This design comes from an exercise in tuning for small area, a short achievable clock period and few clock cycles per item on the open sky130 flow, not from production work.
RTL that was checked went through simulation tests only; none was proved equivalent to the original.
The RTL of run 2 was laid out without a check of its function.
Power is estimated from default activity; no workload was simulated.

## flow/design.v (module list and top-level ports; edited modules follow where they fit)
// module mb_digit_enc: 8 lines
// module mb_pp_sel: 18 lines
// module mb_fa: 10 lines
// module mb_ha: 9 lines
// module mb_booth_mult32: 1775 lines
module mb_booth_mult32 (
    input  logic          clk,
    input  logic          rst,
    input  logic          in_valid,
    input  logic [mb_pkg::N-1:0]  a,
    input  logic [mb_pkg::N-1:0]  b,
    output logic          out_valid,
    output logic [63:0]   product
);
  // ...
==> flow/flow/run.sh <==
#!/bin/bash
set -euo pipefail
cd "$(dirname "$0")/.."
MARGIN=$(cat flow/setup_margin.txt)
bash standard.sh SETUP_SLACK_MARGIN="$MARGIN" finish > flow_standard.log 2>&1
==> flow/flow/setup_margin.txt <==
6.4
==> flow/standard.sh <==
#!/bin/bash
# synth_recipe.tcl (not shown) runs the flow's synth.tcl, then flattens the netlist and writes it again
# the make line also repeats each setting of config.mk as NAME=value (left out here)
make -C /OpenROAD-flow-scripts/flow DESIGN_CONFIG=/design/flow/config.mk WORK_HOME=/design/flow/orfs CLKGATE_MAP_FILE= SYNTH_SCRIPT=/design/flow/synth_recipe.tcl "${@:-finish}"
==> flow/config.mk <==
export PLATFORM = sky130hd
export DESIGN_NAME = mb_booth_mult32
export DESIGN_NICKNAME = mb_booth_mult32
export VERILOG_FILES = /design/flow/design.v
export SDC_FILE = /design/flow/constraint.sdc
export NUM_CORES = 4
export LEC_CHECK = 0
export CAP_MARGIN = 20
export CORE_MARGIN = 2
export CORE_UTILIZATION = 40
export SLEW_MARGIN = 20
export SYNTH_HIERARCHICAL = 1
==> flow/constraint.sdc <==
create_clock -name core_clock -period 10.0 [get_ports {clk}]
set_input_delay 2.0000 -clock core_clock [delete_from_list [all_inputs] [get_ports {clk}]]
set_output_delay 2.0000 -clock core_clock [all_outputs]
set_load 0.01 [all_outputs]
==> summary.txt, run 1 <==
Final layout
  – FILL cells: 6368
  – Comb_multi_in: between 2k and 2.5k
  – Area occupied by registers: 5757 um^2
  – Non-clk invs: 48
  – Multi-input combinational area share: 0.6316
  – Final-layout clock buffer total: 46
  – Final #Nets: roughly 3.5k

Yosys
  – Post-Synth Adder-Cell Area: 0.3384
  – Synth warn: 9
  – Register area share after synthesis: 0.1892
  – Yosys cell types: 71
  – Synthesized area per cell: 10.31 um^2
  – Mux share of post-synthesis cell area: 0.008538
  – Most common cell in the synthesized netlist: xnor2_1
  – Top cells by area, synth: fa_1 (29%), dfxtp_1 (19%), xnor2_1 (15%)
  – Synthesis-stage register bit count: about 280

GRT
  – First-pass GRT wire length: approximately 170 mm
  – Met2 Use GR: 0.4440
  – GRT met1 Usage: 0.3718

Pwr
  – Top power group: combinational cells
  – Seq power: 1.91 mW

Timing
  – Final setup violation count: 0
  – Slew Viols, Final: 0
  – Final worst slack: around 6.3 ns
  – Worst hold slack: 0.4343 ns

Detailed routing
  – Wirelength, routed: 119.8 mm
  – Wl on met1: 43.39 mm
  – Vias: 24.88k

Status
  – Status: timing/DRC/antenna clean

Placement
  – Dpl hpwl: 63.96 mm
  – Setup WS pre-CTS: 5.960 ns
  – Routability cong.: 0.8984

Setup path
  – Cell mode on critical path: fa_1
  – CP peak stage delay: 0.54 ns
  – Worst Setup EP: r1_25_1$_DFF_P_
  – Critical path depth in cells: 8
  – Reg2Reg Setup Slack: 6.33 ns
  – WP data required: 10.41 ns
  – Crit Reg-Reg Endpoint: r1_25_1$_DFF_P_
  – Crit path max-delay family: adder cells
  – Critical-path maximum fanout: 8

Hold path
  – Min-Delay Startpoint: v0_q$_DFF_P_

Floorplanning
  – Die width: 274.7 um
Testbench counts, summed over its fixed seeds: cycles 160,016, items 160,000.
==> run 2: changes to the inputs <==
--- a/flow/design.v
+++ b/flow/design.v
@@ -72,23 +72,39 @@
     end
     always_ff @(posedge clk) begin
         digit_q <= digit_d;
         b_q     <= b;
         v0_q    <= in_valid & ~rst;
     end
     logic [mb_pkg::PPW-1:0] pp_s [mb_pkg::DIGITS];
     logic [mb_pkg::DIGITS-1:0] neg_s;
-    logic [mb_pkg::N:0] b_ext_s, b_sh_s;
-    assign b_ext_s = {b_q[mb_pkg::N-1], b_q};
-    assign b_sh_s  = {b_q, 1'b0};
+    logic [3*mb_pkg::DIGITS-1:0] digitn_q;
+    logic [mb_pkg::N-1:0]        bn_q;
+    always_ff @(posedge clk) begin
+        digitn_q <= ~digit_d;
+        bn_q     <= ~b;
+    end
+    logic [mb_pkg::N:0] b_ext_s, b_sh_s, bh_ext_s, bh_sh_s;
+    logic [3*mb_pkg::DIGITS-1:0] digith_s;
+    assign b_ext_s  = {b_q[mb_pkg::N-1], b_q};
+    assign b_sh_s   = {b_q, 1'b0};
+    assign bh_ext_s = ~{bn_q[mb_pkg::N-1], bn_q};
+    assign bh_sh_s  = {~bn_q, 1'b0};
+    assign digith_s = ~digitn_q;
     always_comb begin
         for (int g = 0; g < mb_pkg::DIGITS; g++) begin
             for (int j = 0; j <= mb_pkg::N; j++) begin
-                pp_s[g][j] = ((digit_q[3*g+1] & b_ext_s[j]) | (digit_q[3*g] & b_sh_s[j])) ^ digit_q[3*g+2];
+                if (j < 17) begin
+                    pp_s[g][j] = ((digit_q[3*g+1] & (g < 8 ? b_ext_s[j] : bh_ext_s[j]))
+                                | (digit_q[3*g] & (g < 8 ? b_sh_s[j] : bh_sh_s[j]))) ^ digit_q[3*g+2];
+                end else begin
+                    pp_s[g][j] = ((digith_s[3*g+1] & (g < 8 ? b_ext_s[j] : bh_ext_s[j]))
+                                | (digith_s[3*g] & (g < 8 ? b_sh_s[j] : bh_sh_s[j]))) ^ digith_s[3*g+2];
+                end
             end
             pp_s[g][mb_pkg::N] = ~pp_s[g][mb_pkg::N];
             neg_s[g] = digit_q[3*g+2];
         end
     end
     logic s1;
     logic c2;
     logic s3;
==> flow/run.sh (new file) <==
#!/bin/bash
# synth_recipe.tcl (not shown) runs the flow's synth.tcl, then flattens the netlist and writes it again
# the make line also repeats each setting of config.mk as NAME=value (left out here)
make -C /OpenROAD-flow-scripts/flow DESIGN_CONFIG=/design/flow/config.mk WORK_HOME=/design/flow/orfs CLKGATE_MAP_FILE= SYNTH_SCRIPT=/design/flow/synth_recipe.tcl finish
removed: flow/flow/run.sh
removed: flow/flow/setup_margin.txt
removed: flow/standard.sh
==> summary.txt, run 2 <==
Status
  – Status: timing/DRC/antenna clean

GRT
  – First-pass GRT wire length: 143.1 mm (-14%)
  – Overflow after GRT: 0
  – Vias in the first global route: 22.77k
  – Tot GR Track Use: 0.2335
  – Largest net degree at the start of global routing: 76
  – Initial antenna violation count: 1

Final layout
  – Final Non-Filler Cells: 3995
  – Commonest non-fill, non-tap cell in the layout: fa_1
  – Layout area overhead: 9.174%
  – Most frequent cells in the layout: fa_1 (431), xnor2_1 (393), o22ai_1 (372)
  – Largest register FFs: 64
  – Layout cells sized above 1: 0.04198
  – FILL cells: 7350 (+15%)
  – Biggest regs: product_q: 64 flops, digit_q: 48 flops, digitn_q: 48 flops
  – Top reg by flops: product_q
  – Final #Nets: 3523 (+0.97%)

Setup path
  – Crit end category: flip-flop
  – WP data required: 10.46 ns (+0.05 ns)
  – Setup CP Type: flip-flop to flip-flop
  – Critical-path maximum fanout: 9 (+1)
  – Critical Path AT: between 4 and 5 ns
  – Startpoint class of the critical path: flip-flop

Yosys
  – Synth warn: 9 (unchanged)
  – Register area share after synthesis: 0.2297 (+0.04052)
  – Yosys cell types: 79 (+11%)
  – Ys flop type: dfxtp_1
  – Syn Inst Count: 3072
  – Ys async rst share: 0
  – Synth top area share: 0.2773
  – Synthesis-stage register bit count: 357 (+29%)
  – Yosys top cell by area: fa_1
  – Synthesized area per cell: 10.13 um^2 (-1.8%)
  – Top cells by area, synth: fa_1 (28%), dfxtp_1 (23%), xnor2_1 (11%)
  – Most common cell in the synthesized netlist: fa_1
  – Mapped cell area: 31110 um^2
  – Post-synth EDFFs: 0
  – Synth top cells by count: fa_1 (431), xnor2_1 (393), o22ai_1 (372)

Clock network
  – Post_cts resized: 0
  – Cts hold-fix bufs: 0
  – Setup bufs post-CTS: 0
  – Clock Sinks: 357
  – Clock Latency Late Sink: 0.59 ns
  – CTS tree: built
  – Clk buf depth: 3
  – Num CTS Buffers: 41
  – Root Buffer: clkbuf_16
  – H-tree levels: 2
  – Reg clk slew, reported paths: 0.06 ns

Placement
  – Routability cong.: 0.8909 (-0.83%)
  – Buffers on Ports: between 100 and 150
  – Placed instance count: 3919
  – Dpl hpwl: 70.67 mm (+10%)

Pwr
  – PD cells: about 380 nW/um^2
  – Worst VDD drop: 203.6 uV
  – Switching Fraction: 0.4676
  – Leakage power: between 10 and 15 nW
  – Pint: 6.808 mW
  – Sequential power share: 0.186
  – Comb pwr share: 0.688
  – Power share of the clock group: 0.126
  – Switching pwr: 5.981 mW

Run
  – Maxcap violations: 0

Timing
  – Slew @ Worst Pin: 1.138 ns
  – Min Tclk post-route: 4.201 ns
  – Slew HR: 0.2402
  – RSZ-0062 raised after global routing: false
  – Total Neg Setup Slack: 0 ns
  – Final setup violation count: 0 (unchanged)
  – Slew Viols, Final: 0 (unchanged)
  – Max Freq: 238.0 MHz
  – Final period util: 0.4201
  – Worst Clk Skew: between 0.04 and 0.05 ns
  – Final Hold Viols: 0

Detailed routing
  – Number of remaining DRC errors: 0
  – DR iter-0 viols: roughly 2.2k
  – Vias: 22.59k (-9.2%)
  – Vias per std cell: approximately 5.7
  – Post-route ant nets: 0
  – Wirelength, routed: 93.35 mm (-22%)
  – First drt pass iteration count: 6
  – Avg WL per Cell: 23.37 um

Floorplanning
  – Die width: 282.9 um (+3.0%)
  – Area of the core: 77210 um^2
  – Die height: 282.9 um
  – Num rows: ~100
  – Starting Density: 0.4029
  – IO Pins: 132
  – Area of the die: 80020 um^2

Hold path
  – Hold Crit Class: flip-flop to flip-flop
==> run 2: changes by cell type after synthesis, moves of 11 or more <==
cell	delta
buf_1	-36
xnor2_1	-123
dfxtp_1	+80
o21ai_1	-13
a22oi_1	-368
inv_1	+107
clkbuf_1	+56
xor2_1	+118
o22ai_1	+372
nand2b_1	+18
nand4_1	-11
buf_2	-11
==> run 2: per-layer routing <==
| layer | global-route usage | vias to the layer above | routed length [um] | part of all wire |
|---|---|---|---|---|
| met5 | 0 | - | 0 | 0 |
| met4 | 0.07014 | 0 | 2728 | 0.029 |
| met3 | 0.06364 | 152 | 9504 | 0.10 |
| met2 | 0.3517 | 1083 | 40730 | 0.44 |
| met1 | 0.3269 | 11240 | 40390 | 0.43 |
| li1 | - | 10110 | - | - |
==> run 2: power by group through the flow <==
stage                     combinational [mW]  clock [mW]  sequential (mW)
after global routing                    9.81        1.70             2.42
final                                   8.80        1.61             2.37
after CTS                               8.71        1.65             2.37
after floorplan                         6.20           0             2.16
after global placement                  8.53           0             2.40
after detailed placement                8.67           0             2.40
==> run 2: area by class of cell <==
cell class	instances	area, um^2	share of cell area
diodes	1	2.502	0.00007368
well taps	1040	1301	0.03831
clock inverters	22	277.8	0.008178
multi-input cells	2223	22050	0.6493
clock buffers	53	1194	0.03514
flip-flops and latches	357	7152	0.2106
inverters	155	581.8	0.01713
repair buffers	144	1404	0.04133
==> run 2: cell families after synthesis <==
kind of cell,share of synthesized area
AND/OR/NAND/NOR,0.04975
buffers and inverters,0.06169
flip-flops,0.2297
multiplexers,0.01062
AO/OA/AOI/OAI,0.1627
other,0.0001205
adder cells (fa/ha/maj),0.3188
XOR/XNOR,0.1667
==> run 2: per-module statistics from Yosys (local to each module, per instance) <==
module | times used | cells | flops+latches | cell area, um^2
mb_booth_mult32 | 1 | 2525 | 357 | 21410
mb_digit_enc | 16 | 5 | 0 | 38.79
mb_fa | 431 | 1 | 0 | 20.02
mb_ha | 36 | 1 | 0 | 12.51
==> run 2: final timing paths <==
path | end | cells after the start | slack [ns] | from
max reg2reg | r1_37_1$_DFF_P_ | 10 | 5.80 | b_q[31]$_DFF_P_
max | r1_37_1$_DFF_P_ | 10 | 5.80 | b_q[31]$_DFF_P_
min | v1_q$_DFF_P_ | 1 | 0.44 | v0_q$_DFF_P_
min reg2reg | v1_q$_DFF_P_ | 1 | 0.44 | v0_q$_DFF_P_
==> run 2: through the flow <==
stage                       util  cell area (um^2)  hold WS, ns  setup WS (ns)  power, mW
after floorplan                -             31120       0.3290          6.225      8.356
after global placement    0.4208             32490       0.4156          5.928      10.93
after detailed placement  0.4208             32490       0.4297          5.876      11.07
after CTS                 0.4398             33960       0.4401          5.869      12.73
after global routing      0.4399             33960       0.4541          5.686      13.93
final                     0.4399             33970       0.4358          5.799      12.79
==> run 2: worst max-delay path: stages, from the launching register on <==
cell and delay [ns]:
dfxtp_1 0.60, clkinv_1 0.44, o22ai_1 0.30, xor2_1 0.22, ha_1 0.18, inv_1 0.07
fa_1 0.50, fa_1 0.43, fa_1 0.39, fa_1 0.52, fa_1 0.43

-- re-timing with driven ports --
The results above use ideal ports. As a check the final layouts listed here were re-extracted and re-timed, cells and wires unchanged. Step 1, drivers: a clkbuf_16 drives clk and a buf_2 each remaining input, both assumed. Step 2 moves the port delays by t, midway between the first and last clock arrival at a register: inputs arrive t later, outputs are due t later. That takes back most of the time a late clock gives input paths. Slacks: no drivers / after step 1 / after step 2; pairs: no drivers / after step 1.
run	t, ns	setup WS [ns]	latest minus earliest clock arrival (ns)	worst slew at a driven data input, ns
run 1	0.631	6.329 / 6.329 / 6.329	0.047 / 0.047	0.04
run 2	0.636	5.799 / 5.799 / 5.799	0.042 / 0.042	0.06
After both steps setup and hold are still met in every run listed.
